This is an optimization exercise on Yosys and OpenROAD, whose aim is small area, a short achievable clock period and few clock cycles per item, not a production implementation. Where RTL was checked, it was by simulation tests only, not by an equivalence proof against the original. The RTL of run 1 was laid out without a check of its function. Power is estimated from default activity; no workload was simulated.

==> design/flow/run.sh <==
#!/bin/bash
# synth_recipe.tcl (not shown) runs the flow's synth.tcl, then flattens the netlist and writes it again
# the make line also repeats each setting of config.mk as NAME=value (left out here)
make -C /OpenROAD-flow-scripts/flow DESIGN_CONFIG=/design/flow/config.mk WORK_HOME=/design/flow/orfs CLKGATE_MAP_FILE= SYNTH_SCRIPT=/design/flow/synth_recipe.tcl finish
==> design/flow/config.mk <==
export PLATFORM = sky130hd
export DESIGN_NAME = cpu6_mmu
export DESIGN_NICKNAME = cpu6_mmu
export VERILOG_FILES = /design/flow/design.v
export SDC_FILE = /design/flow/constraint.sdc
export NUM_CORES = 4
export LEC_CHECK = 0
export CAP_MARGIN = 20
export CORE_MARGIN = 2
export CORE_UTILIZATION = 50
export SETUP_SLACK_MARGIN = 4.5
export SLEW_MARGIN = 20
==> design/flow/constraint.sdc <==
create_clock -name core_clock -period 8.0 [get_ports {clock}]
set_input_delay 1.6000 -clock core_clock [delete_from_list [all_inputs] [get_ports {clock}]]
set_output_delay 1.6000 -clock core_clock [all_outputs]
set_load 0.01 [all_outputs]
==> design/flow/design.v <==
`default_nettype none
package mmu_pkg;
    localparam int page_base_width = 3;
    localparam int page_index_width = 8;
    localparam int offset_width = 11;
    localparam int logical_width = 16;
    localparam int physical_width = 19;
    localparam int frame_width = 8;
    localparam int data_width = 8;
    localparam int table_entries = 1 << page_index_width;
    typedef logic [logical_width-1:0] logical_addr_t;
    typedef logic [physical_width-1:0] physical_addr_t;
    typedef logic [frame_width-1:0] frame_t;  
    typedef logic [data_width-1:0] data_t;
    typedef enum logic [1:0] {
        op_read = 2'b00,
        op_write = 2'b01,
        op_load_page = 2'b10
    } opcode_t;
    typedef struct packed {
        logic [page_index_width-1:0] index;
        frame_t frame;
    } page_load_t;
    typedef union packed {
        logical_addr_t address;
        page_load_t load;
    } request_payload_u;
    typedef struct packed {
        opcode_t opcode;
        request_payload_u payload;
        data_t write_data;  
    } request_t;
    typedef struct packed {
        data_t read_data;
        logic write;
        logic bad_page;
    } response_t;
endpackage
`default_nettype wire
`default_nettype none
module page_translator (
    input logic clock,
    input logic reset,
    input logic [15:0] index_high,  
    input logic [15:0] index_low,   
    input logic load,            
    input mmu_pkg::frame_t frame_in,
    output mmu_pkg::frame_t frame_out  
);
    localparam int table_entries = mmu_pkg::table_entries;
    logic [table_entries-1:0][mmu_pkg::frame_width-1:0] page_table;
    logic clear;
    logic [table_entries-1:0] select;
    mmu_pkg::frame_t write_frame;
    logic [15:0] write_high;
    logic [15:0] write_low;
    logic [table_entries-1:0] write_enable;
    always_comb begin
        for (int i = 0; i < table_entries; i++) begin
            select[i] = index_high[i / 16] && index_low[i % 16];
        end
    end
    always_comb begin
        for (int i = 0; i < 16; i++) begin
            write_high[i] = clear || (load && index_high[i]);
            write_low[i] = clear || index_low[i];
        end
        for (int i = 0; i < table_entries; i++) begin
            write_enable[i] = write_high[i / 16] && write_low[i % 16];
        end
    end
    always_comb begin
        frame_out = '0;
        for (int i = 0; i < table_entries; i++) begin
            frame_out = frame_out | (page_table[i] & {mmu_pkg::frame_width{select[i]}});
        end
    end
    assign write_frame = clear ? '0 : frame_in;
    always_ff @(posedge clock or posedge reset) begin
        if (reset) begin
            clear <= 1'b1;
        end else begin
            clear <= 1'b0;
        end
    end
    always_ff @(posedge clock) begin
        for (int i = 0; i < table_entries; i++) begin
            if (write_enable[i]) begin
                page_table[i] <= write_frame;
            end
        end
    end
endmodule
`default_nettype wire
`default_nettype none
module op_queue (
    input logic clock,
    input logic reset,
    input mmu_pkg::response_t in_data,
    input logic in_valid,
    output mmu_pkg::response_t response,
    output logic response_valid,
    input logic response_ready
);
    mmu_pkg::response_t entry0;  
    mmu_pkg::response_t entry1;
    mmu_pkg::response_t entry2;
    logic [1:0] count;
    logic pop;
    logic advance;       
    logic from_queue;    
    logic push;          
    assign pop = response_valid && response_ready;
    assign advance = !response_valid || pop;
    assign from_queue = (count != 2'd0);
    assign push = in_valid && !(advance && !from_queue);
    always_ff @(posedge clock or posedge reset) begin
        if (reset) begin
            response_valid <= 1'b0;
            count <= 2'd0;
        end else begin
            if (advance) begin
                response_valid <= from_queue || in_valid;
            end
            count <= count + 2'(push) - 2'(advance && from_queue);
        end
    end
    always_ff @(posedge clock) begin
        if (advance) begin
            response <= from_queue ? entry0 : in_data;
        end
        if (advance && from_queue) begin
            entry0 <= (push && count == 2'd1) ? in_data : entry1;
            entry1 <= (push && count == 2'd2) ? in_data : entry2;
            entry2 <= in_data;
        end else if (push) begin
            if (count == 2'd0) entry0 <= in_data;
            if (count == 2'd1) entry1 <= in_data;
            if (count == 2'd2) entry2 <= in_data;
        end
    end
endmodule
`default_nettype wire
`default_nettype none
module bus_cycle_unit (
    input logic clock,
    input logic reset,
    input logic issue,           
    input logic issue_write,
    input mmu_pkg::physical_addr_t issue_address,
    input mmu_pkg::data_t issue_data,
    output mmu_pkg::physical_addr_t address_bus,
    output mmu_pkg::data_t data_out,
    input mmu_pkg::data_t data_in,
    output logic write_en,
    output mmu_pkg::response_t result,
    output logic result_valid
);
    logic busy;          
    logic register_space;
    always_ff @(posedge clock or posedge reset) begin
        if (reset) begin
            busy <= 1'b0;
            write_en <= 1'b0;
            data_out <= '0;
        end else begin
            busy <= issue;
            write_en <= issue && issue_write;
            if (issue && issue_write) begin
                data_out <= issue_data;
            end
        end
    end
    always_ff @(posedge clock) begin
        address_bus <= issue_address;
    end
    assign register_space = (address_bus[18:8] == '0);
    assign result_valid = busy;
    assign result.read_data = (write_en || register_space) ? data_out : data_in;
    assign result.write = write_en;
    assign result.bad_page = (&address_bus[18:13]) && address_bus[11];
endmodule
`default_nettype wire
`default_nettype none
module cpu6_mmu #(
    parameter int queue_depth = 4
) (
    input logic clock,
    input logic reset,
    input logic [mmu_pkg::page_base_width-1:0] page_base,
    input mmu_pkg::request_t request,
    input logic request_valid,
    output logic request_ready,
    output mmu_pkg::response_t response,
    output logic response_valid,
    input logic response_ready,
    output mmu_pkg::physical_addr_t address_bus,
    output mmu_pkg::data_t data_out,
    input mmu_pkg::data_t data_in,
    output logic write_en
);
    logic issue_valid;
    logic issue_load;
    logic issue_write;
    logic [15:0] issue_high;  
    logic [15:0] issue_low;
    logic [mmu_pkg::offset_width-1:0] issue_offset;  
    mmu_pkg::data_t issue_data;
    logic accept;
    logic accept_access;
    logic request_load;
    logic [mmu_pkg::page_index_width-1:0] request_index;
    logic [2:0] outstanding;  
    logic [2:0] outstanding_next;
    mmu_pkg::frame_t frame;
    mmu_pkg::response_t result;
    logic result_valid;
    assign accept = request_valid && request_ready;
    assign request_load = (request.opcode == mmu_pkg::op_load_page);
    assign accept_access = accept && !request_load;
    assign request_index = request_load ? request.payload.load.index
        : {page_base, request.payload.address[15:11]};
    assign outstanding_next = outstanding + 3'(accept_access)
        - 3'(response_valid && response_ready);
    always_ff @(posedge clock or posedge reset) begin
        if (reset) begin
            outstanding <= '0;
            request_ready <= 1'b1;
            issue_valid <= 1'b0;
        end else begin
            outstanding <= outstanding_next;
            request_ready <= (outstanding_next < 3'(queue_depth));
            issue_valid <= accept;
        end
    end
    always_ff @(posedge clock) begin
        issue_load <= request_load;
        issue_write <= (request.opcode == mmu_pkg::op_write);
        for (int i = 0; i < 16; i++) begin
            issue_high[i] <= (request_index[7:4] == 4'(i));
            issue_low[i] <= (request_index[3:0] == 4'(i));
        end
        issue_offset <= request.payload.address[10:0];
        issue_data <= request.write_data;
    end
    page_translator u_translator (
        .clock(clock),
        .reset(reset),
        .index_high(issue_high),
        .index_low(issue_low),
        .load(issue_valid && issue_load),
        .frame_in(issue_offset[7:0]),
        .frame_out(frame)
    );
    bus_cycle_unit u_bus (
        .clock(clock),
        .reset(reset),
        .issue(issue_valid && !issue_load),
        .issue_write(issue_write),
        .issue_address({frame, issue_offset}),
        .issue_data(issue_data),
        .address_bus(address_bus),
        .data_out(data_out),
        .data_in(data_in),
        .write_en(write_en),
        .result(result),
        .result_valid(result_valid)
    );
    op_queue u_queue (
        .clock(clock),
        .reset(reset),
        .in_data(result),
        .in_valid(result_valid),
        .response(response),
        .response_valid(response_valid),
        .response_ready(response_ready)
    );
endmodule
`default_nettype wire
==> summary.txt, run 1 <==
Vias: 49,569
Vias in the first global route: 46,085
CP max stage cell: nor2_1
Share of cells above drive strength 1: 12.8%
Ports: 81
Period minus WS final: 3.67 ns
Hold Slack: 0.332 ns
Hold Vio Cnt, Final: 0
Total Wirelength: 266 mm
Final ANT Viol Nets: 0
Top-area cell type share of the netlist area: 77.7%
Comb pwr share: 6.5%
CP cell instances: buf_4 > a21oi_2 > buf_4 > nor2_1
Worst slew pin tran: 1.35 ns
Starting density of the core: 50.3%
Yosys warns: 4
Final Cell Area: 0.0914 mm²
Initial antenna violation count: 21
Tot GR Track Use: 31.9%
CP Class: reg2reg
Slew Limit Fails: 0
Total gr overflow: 0
Sink Count: 2,179
Layout Cells excl Fill: 7,163
CTS HTree Levels: 4
Initial DRC count: 8,958
Pre-antenna DRT Iters: 9
Synth Flop Type: edfxtp_1
Core area: 0.160 mm²
Post-synth ARST share: 0.872%
Chip Height: 406 µm
FP Rows: 147
Post-DP HPWL: 164 mm
Nets: 4,860
Final worst path period share: 45.8%
TritonCTS buffer count: 215
CP most frequent cell: buf_4
Syn_nets: 4,782
Worst-Skew Late Latency: 0.87 ns
Clk pin slew, worst setup/hold paths: 0.06 ns
Startpoint Class: flop
Via density: 6.92
Psw: 5830 µW
DIE WIDTH: 406 µm
Synth area leaders: edfxtp_1 78%, a22oi_1 3.6%, a22o_1 2.6%
P_int: 19,200 µW
Final Skew: 0.0507 ns
Commonest cells in the netlist: 2,088 x edfxtp_1, 386 x a22oi_1, 324 x nor2_1, 265 x nand3_1, 241 x a22o_1
TritonCTS clock tree: built
Synth Register Bits: 2,179
Clock power share: 39.4%
Static Leakage: 0.0302 µW
Power Dens Cells: 274 mW/mm²
RSZ-0062 raised after global routing: yes
# Max-Cap Violations: 0
Worst VDD drop: 227 µV
Slew headroom: 9.38%
Post-synth EDFFs: 2,088
WL/cell: 37.1 µm
Seq/Total Area, Yosys: 80.0%
Post-Syn Area: 0.0807 mm²
Die footprint: 0.165 mm²
Dpl cell area: 0.0842 mm²
Syn Inst Count: 4,736
Setup TNS Final: 0 ns
Port Buffers: 80
DRC Markers: 0
Worst Hold Class: reg2reg
Post-synth top area cell: edfxtp_1
Pin count of the biggest net entering global routing: 256
Sw Ratio: 23.3%
Number of placed instances, taps included: 6,750
Outcome: timing/DRC/antenna clean
Area grow syn2layout: 13.2%
F_max: 273 MHz
Global placement routability congestion: 1.04
CP Capture Type: flop
Top-count cell post-synth: edfxtp_1
Seq pwr share: 54.1%
Avg Inst Size Synth: 17.0 µm²
Clock root buffer: clkbuf_16
CP Max Fanout: 43
CP arrival: 4.14 ns
First-pass GRT wire length: 365 mm
Critical Path RT: 8.47 ns
Slowest stage delay, CP: 1.03 ns
Synth unique cells: 53
Number of buffers on the longest clock path: 3
Final setup violation count: 0
-- sequential cells by signal, summed over array words and instances (netlist names), 2 cells and up --
signal                   flops
u_queue.entry2              10
outstanding                  3
u_bus.address_bus           19
u_queue.response            10
issue_offset                11
issue_data                   8
u_bus.data_out               8
u_translator.page_table   2048
u_queue.entry1              10
issue_low                   16
u_queue.entry0              10
u_queue.count                2
issue_high                  16
-- timing repair --
item / in CTS / in global routing
hold buffers: 0 / 0
setup buffers: 1 / 1
endpoints found under the setup margin: 74 / 92
pin swaps: 0 / 1
gates resized for setup: 45 / 25
-- power groups by stage --
stage | sequential, µW | clock, µW | combinational, µW
6_report | 13600 | 9870 | 1630
5_1_grt | 13600 | 10400 | 1690
4_1_cts | 13600 | 9930 | 1580
3_5_place_dp | 13800 | 0 | 1570
3_3_place_gp | 13800 | 0 | 1560
2_1_floorplan | 13700 | 0 | 797
-- logic make-up after synthesis --
family	after synthesis	share of synthesized area [%]
buffers and inverters	399	1.99
XOR/XNOR	4	0.0434
other	1	0.00465
AO/OA/AOI/OAI	1188	11.6
flip-flops	2179	80.0
multiplexers	46	0.642
AND/OR/NAND/NOR	914	5.59
adder cells (fa/ha/maj)	5	0.0868
-- final cells by class --
type,count,area [µm²]
antenna,4,10.0
clock buffer,269,5610
clock inverter,133,1210
fill,12367,69000
inverter,35,140
multi-input combinational,2158,15000
sequential,2179,64700
tap,2160,2700
timing repair buffer,225,2020
-- critical path: cells and delay by family, from the launching register on --
| family | cells | cell delay, ns |
|---|---|---|
| simple gates | 1 | 1.03 |
| flops | 1 | 0.64 |
| compound gates | 1 | 0.46 |
| buf+inv | 2 | 1.02 |
-- cells in the final DEF, fill, tap and decap left out, types with 17 or more instances in the layout --
cell and count:
dfxtp_4 29, clkinv_2 47, mux2_2 46, o22ai_1 44
nor3_1 21, a21oi_1 93, a32oi_1 98, nor2_2 44
nor2_1 279, edfxtp_1 2088, a22o_1 241, dfxtp_1 31
buf_4 130, nor4_1 24, and2_1 36, nand4_1 120
clkbuf_1 52, inv_1 29, bufinv_16 17, a221oi_1 49
a22oi_1 384, clkdlybuf4s50_1 75, a222oi_1 123, clkbuf_16 216
o21ai_0 32, nand2_1 36, clkinv_1 49, nand3_1 265
a31oi_1 26
-- per-stage QoR --
| stage | total power, µW | setup WS [ns] | util, % |
|---|---|---|---|
| finish | 25100 | 4.33 | 57.0 |
| global route | 25700 | 4.40 | 57.0 |
| CTS | 25100 | 4.39 | 56.9 |
| detailed placement | 15400 | 3.67 | 52.5 |
| global placement | 15300 | 3.77 | 52.5 |
| floorplan | 14500 | 2.81 | - |
-- final timing paths --
check	startpoint	to	slack [ns]	cells past startpoint
setup reg to reg	issue_high[8]	u_translator.page_table[1111]	4.33	4
hold reg to reg	issue_offset[9]	u_bus.address_bus[9]	0.33	0
max in group asynchronous	reset	u_bus.write_en	6.11	2
setup / recovery	issue_high[8]	u_translator.page_table[1111]	4.33	4
min in group asynchronous	reset	outstanding[2]	1.27	2
hold / removal	issue_offset[9]	u_bus.address_bus[9]	0.33	0
-- layer usage --
| metal | wire (µm) | global-route usage, % |
|---|---|---|
| met5 | 117 | 0 |
| met4 | 14300 | 14.8 |
| met3 | 34000 | 9.08 |
| met2 | 117000 | 46.5 |
| met1 | 100000 | 44.5 |
==> run 2: changes to the inputs <==
--- a/design/flow/design.v
+++ b/design/flow/design.v
@@ -42,6 +42,5 @@
     input logic clock,
     input logic reset,
-    input logic [15:0] index_high,  
-    input logic [15:0] index_low,   
+    input logic [mmu_pkg::page_index_width-1:0] index,
     input logic load,            
     input mmu_pkg::frame_t frame_in,
@@ -49,23 +48,17 @@
 );
     localparam int table_entries = mmu_pkg::table_entries;
-    logic [table_entries-1:0][mmu_pkg::frame_width-1:0] page_table;
+    logic [mmu_pkg::frame_width-1:0] page_table [table_entries];
     logic clear;
+    logic [15:0] select_high;
+    logic [15:0] select_low;
     logic [table_entries-1:0] select;
     mmu_pkg::frame_t write_frame;
-    logic [15:0] write_high;
-    logic [15:0] write_low;
-    logic [table_entries-1:0] write_enable;
-    always_comb begin
-        for (int i = 0; i < table_entries; i++) begin
-            select[i] = index_high[i / 16] && index_low[i % 16];
-        end
-    end
     always_comb begin
         for (int i = 0; i < 16; i++) begin
-            write_high[i] = clear || (load && index_high[i]);
-            write_low[i] = clear || index_low[i];
+            select_high[i] = (index[7:4] == 4'(i));
+            select_low[i] = (index[3:0] == 4'(i));
         end
         for (int i = 0; i < table_entries; i++) begin
-            write_enable[i] = write_high[i / 16] && write_low[i % 16];
+            select[i] = select_high[i / 16] && select_low[i % 16];
         end
     end
@@ -86,5 +79,5 @@
     always_ff @(posedge clock) begin
         for (int i = 0; i < table_entries; i++) begin
-            if (write_enable[i]) begin
+            if (clear || (load && select[i])) begin
                 page_table[i] <= write_frame;
             end
@@ -203,6 +196,5 @@
     logic issue_load;
     logic issue_write;
-    logic [15:0] issue_high;  
-    logic [15:0] issue_low;
+    logic [mmu_pkg::page_index_width-1:0] issue_index;
     logic [mmu_pkg::offset_width-1:0] issue_offset;  
     mmu_pkg::data_t issue_data;
@@ -210,5 +202,4 @@
     logic accept_access;
     logic request_load;
-    logic [mmu_pkg::page_index_width-1:0] request_index;
     logic [2:0] outstanding;  
     logic [2:0] outstanding_next;
@@ -219,6 +210,4 @@
     assign request_load = (request.opcode == mmu_pkg::op_load_page);
     assign accept_access = accept && !request_load;
-    assign request_index = request_load ? request.payload.load.index
-        : {page_base, request.payload.address[15:11]};
     assign outstanding_next = outstanding + 3'(accept_access)
         - 3'(response_valid && response_ready);
@@ -237,8 +226,6 @@
         issue_load <= request_load;
         issue_write <= (request.opcode == mmu_pkg::op_write);
-        for (int i = 0; i < 16; i++) begin
-            issue_high[i] <= (request_index[7:4] == 4'(i));
-            issue_low[i] <= (request_index[3:0] == 4'(i));
-        end
+        issue_index <= request_load ? request.payload.load.index
+            : {page_base, request.payload.address[15:11]};
         issue_offset <= request.payload.address[10:0];
         issue_data <= request.write_data;
@@ -247,6 +234,5 @@
         .clock(clock),
         .reset(reset),
-        .index_high(issue_high),
-        .index_low(issue_low),
+        .index(issue_index),
         .load(issue_valid && issue_load),
         .frame_in(issue_offset[7:0]),
--- a/design/flow/config.mk
+++ b/design/flow/config.mk
@@ -8,5 +8,4 @@
 export CAP_MARGIN = 20
 export CORE_MARGIN = 2
-export CORE_UTILIZATION = 50
-export SETUP_SLACK_MARGIN = 4.5
+export CORE_UTILIZATION = 30
 export SLEW_MARGIN = 20
==> run 2 against run 1 <==
Against the previous run:
- clock power is essentially flat
- synthesized area grew 0.84%
- cell count grew 19%
- total power grew 4.6%
- clock-buffer cell count shrank 11
- first-iteration DRC count grew 26%
- highest routed layer unchanged
==> summary.txt, run 2 <==
Outcome: timing/DRC/antenna clean (unchanged)
Total Wirelength: 344 mm (was 266 mm)
Final ANT Viol Nets: 0 (unchanged)
Chip Height: 525 µm (was 406 µm)
Final Skew: 0.163 ns (was 0.0507 ns)
Post-synth ARST share: 0.882% (was 0.872%)
Core area: 0.270 mm² (was 0.160 mm²)
Synth Flop Type: edfxtp_1 (unchanged)
CP cell instances: buf_4 > and4_2 > buf_4 > buf_4 > a22oi_1 > o22a_1 > nand4_1 > nor4_1 > o2111ai_1 > or3_1 (was buf_4 > a21oi_2 > buf_4 > nor2_1)
CTS HTree Levels: 4 (unchanged)
Post-DP HPWL: 221 mm (was 164 mm)
Initial antenna violation count: 20 (was 21)
Die footprint: 0.276 mm² (was 0.165 mm²)
F_max: 182 MHz (was 273 MHz)
Biggest regs: u_translator.page_table (2048), u_bus.address_bus (19), issue_offset (11) (was u_translator.page_table (2048), u_bus.address_bus (19))
Slew Limit Fails: 0 (unchanged)
Startpoint Class: flop (unchanged)
Hold Slack: 0.327 ns (was 0.332 ns)
Psw: 6410 µW (was 5830 µW)
Slew headroom: 11.2% (was 9.38%)
Syn_nets: 4,698 (was 4,782)
Worst slew pin tran: 1.32 ns (was 1.35 ns)
RSZ-0062 raised after global routing: no (was yes)
Sink Count: 2,155 (was 2,179)
Comb pwr share: 7.9% (was 6.5%)
Final setup violation count: 0 (unchanged)
Yosys warns: 5 (was 4)
P_int: 19,800 µW (was 19,200 µW)
CTS Hold Bufs: 0 (unchanged)
Synth area leaders: edfxtp_1 77%, a22oi_1 4.2%, a21o_1 2.3% (was edfxtp_1 78%, a22oi_1 3.6%, a22o_1 2.6%)
Reg with most FFs: u_translator.page_table (unchanged)
Ports: 81 (unchanged)
# Max-Cap Violations: 0 (unchanged)
CP max stage cell: nor4_1 (was nor2_1)
Synth Register Bits: 2,155 (was 2,179)
Worst-Skew Late Latency: 0.95 ns (was 0.87 ns)
Power Dens Cells: 279 mW/mm² (was 274 mW/mm²)
Setup TNS Final: 0 ns (unchanged)
FP Rows: 191 (was 147)
Global placement routability congestion: 1.06 (was 1.04)
Pin count of the biggest net entering global routing: 188 (was 256)
First-pass GRT wire length: 452 mm (was 365 mm)
Slowest stage delay, CP: 1.02 ns (was 1.03 ns)
Starting density of the core: 30.1% (was 50.3%)
Critical Path RT: 8.83 ns (was 8.47 ns)
Via density: 6.31 (was 6.92)
Worst VDD drop: 175 µV (was 227 µV)
Commonest non-fill, non-tap cell in the layout: edfxtp_1 (unchanged)
Post-synth top area cell: edfxtp_1 (unchanged)
Hold path depth: 0 (unchanged)
Avg Inst Size Synth: 17.5 µm² (was 17.0 µm²)
Clock power share: 38.8% (was 39.4%)
Vias in the first global route: 49,379 (was 46,085)
Post-synth EDFFs: 2,088 (unchanged)
DIE WIDTH: 525 µm (was 406 µm)
Sw Ratio: 24.4% (was 23.3%)
Worst Hold Class: reg2reg (unchanged)
Total gr overflow: 0 (unchanged)
Share of cells above drive strength 1: 13.6% (was 12.8%)
CP arrival: 6.32 ns (was 4.14 ns)
Largest delay share family, worst path: simple AND/OR/NAND/NOR gates (unchanged)
Pre-antenna DRT Iters: 12 (was 9)
Initial DRC count: 11,279 (was 8,958)
WL/cell: 40.3 µm (was 37.1 µm)
R2R depth: 10 (was 4)
Period minus WS final: 5.48 ns (was 3.67 ns)
Post-Syn Area: 0.0814 mm² (was 0.0807 mm²)
Hold Vio Cnt, Final: 0 (unchanged)
TritonCTS clock tree: built (unchanged)
Most frequent cells in the layout: 2,088 x edfxtp_1, 455 x a22oi_1, 248 x a21o_1, 216 x clkbuf_16, 169 x buf_4 (was 2,088 x edfxtp_1, 384 x a22oi_1, 279 x nor2_1, 265 x nand3_1, 241 x a22o_1)
Post CTS Setup Buffer Count: 0 (was 1)
Static Leakage: 0.0308 µW (was 0.0302 µW)
Nets: 4,840 (was 4,860)
CP Class: reg2reg (unchanged)
CP most frequent cell: buf_4 (unchanged)
Post_cts resized: 0 (was 45)
Top-area cell type share of the netlist area: 77.0% (was 77.7%)
Tot GR Track Use: 24.0% (was 31.9%)
Commonest cells in the netlist: 2,088 x edfxtp_1, 455 x a22oi_1, 251 x a21o_1, 162 x clkbuf_1, 159 x o22ai_1 (was 2,088 x edfxtp_1, 386 x a22oi_1, 324 x nor2_1, 265 x nand3_1, 241 x a22o_1)
Seq/Total Area, Yosys: 78.8% (was 80.0%)
CP Max Fanout: 35 (was 43)
Largest register FFs: 2,048 (unchanged)
TritonCTS buffer count: 216 (was 215)
DRC Markers: 0 (unchanged)
Port Buffers: 80 (unchanged)
Clk pin slew, worst setup/hold paths: 0.07 ns (was 0.06 ns)
Seq pwr share: 53.3% (was 54.1%)
Final worst path period share: 68.6% (was 45.8%)
CP Buf/Inv Count: 3 (was 2)
Crit path depth: 10 (was 4)
Synth unique cells: 70 (was 53)
Vias: 53,945 (was 49,569)
Syn Inst Count: 4,652 (was 4,736)
Top-count cell post-synth: edfxtp_1 (unchanged)
Area grow syn2layout: 15.6% (was 13.2%)
CP Capture Type: flop (unchanged)
Clock root buffer: clkbuf_16 (unchanged)
Number of buffers on the longest clock path: 4 (was 3)
==> run 2: cell types whose count changed after synthesis, sizes merged, moves of 69 or more <==
| cell | delta |
|---|---|
| a21o | +251 |
| nor2 | -185 |
| nand3 | -156 |
| a22o | -126 |
| o22ai | +115 |
| a22oi | +69 |
==> run 2: cell families after synthesis <==
logic type	Yosys count	synth area share [%]
AOI/OAI and AO/OA	1454	13.8
xor gates and xnor gates	4	0.0430
adders and majority gates	5	0.0861
buffers and inverters	354	1.97
DFF	2155	78.8
muxes	70	0.965
other	1	0.00461
and+or+nand+nor	609	4.32
==> run 2: per-layer routing <==
layer | share of wire [%] | up-vias | track usage [%] | wire, µm
met5 | 0.089 | - | 0.450 | 305
met4 | 8.1 | 24 | 15.8 | 27800
li1 | - | 20016 | - | -
met2 | 42 | 5131 | 34.5 | 144000
met3 | 16 | 1161 | 10.2 | 54200
met1 | 34 | 27613 | 29.3 | 118000
==> run 2: final cells by class <==
cell class / count / area (µm²)
timing repair buffer: 267 / 2370
sequential: 2155 / 64200
multi-input combinational: 2143 / 16200
clock buffer: 258 / 5590
antenna: 15 / 37.5
clock inverter: 129 / 1270
fill: 25168 / 176000
inverter: 11 / 41.3
tap: 3570 / 4470
==> run 2: worst paths after layout <==
kind	start	to	slack [ns]
max	issue_index[6]	u_bus.address_bus[18]	2.52
max in group asynchronous	reset	u_bus.busy	6.34
min	issue_offset[10]	u_bus.address_bus[10]	0.33
min reg2reg	issue_offset[10]	u_bus.address_bus[10]	0.33
min in group asynchronous	reset	u_bus.data_out[7]	1.17
max reg2reg	issue_index[6]	u_bus.address_bus[18]	2.52
==> run 2: per-stage QoR <==
stage	area, µm²	util, %	cells	setup WS (ns)	power, µW
floorplan	81400	-	4652	-0.428	15000
global placement	87000	32.2	8137	3.15	16100
detailed placement	87100	32.2	8142	3.06	16200
CTS	94000	34.8	8529	3.07	26100
global route	94100	34.8	8534	2.83	26700
finish	94100	34.8	8548	2.52	26200
==> run 2: power groups by stage <==
stage,logic [µW],registers (µW),clock network (µW)
after CTS,2000,13900,10200
final,2080,14000,10200
after floorplan,926,14100,0
after detailed placement,1990,14200,0
after global placement,1950,14100,0
after global routing,2090,14000,10600
==> run 2: worst reg2reg max path, cell delays in order (launching register included) <==
cell and delay (ns):
dfxtp_2 0.43, buf_4 0.34, and4_2 0.32, buf_4 0.28, buf_4 0.44, a22oi_1 0.58
o22a_1 0.29, nand4_1 0.46, nor4_1 1.02, o2111ai_1 0.73, or3_1 0.52
Testbench counts of run 2, summed over its fixed seeds: cycles 20,023, responses 18,164.

[separate check: timing with driven ports]
How much do the figures lean on ideal ports? The routed layouts below were timed once more, with nothing changed but the port constraints.
Step 1 (the two cells are an assumption about what drives the block):
set clk [get_ports {clock}]
set_driving_cell -lib_cell sky130_fd_sc_hd__clkbuf_16 $clk
set_driving_cell -lib_cell sky130_fd_sc_hd__buf_2 [delete_from_list [all_inputs] $clk]
Step 2 times the ports against the registers' clock, not the clock port: input delays grow and output delays shrink by t, the midpoint of the rising clock arrivals with the driver on.
Slacks: ideal ports / drivers / drivers and shift; pairs: ideal ports / drivers.
run | shift t [ns] | slack for setup (ns) | clock arrival spread, ns | worst data-port slew with drivers (ns)
run 1 | 0.926 | 4.334 / 4.334 / 3.919 | 0.057 / 0.057 | 0.04
run 2 | 0.970 | 2.515 / 2.515 / 2.515 | 0.167 / 0.168 | 0.06
After both steps setup and hold are still met in every run listed. For run 1, which loses most, drivers alone change the setup slack by 0.000 ns; drivers and shift together by -0.415 ns.
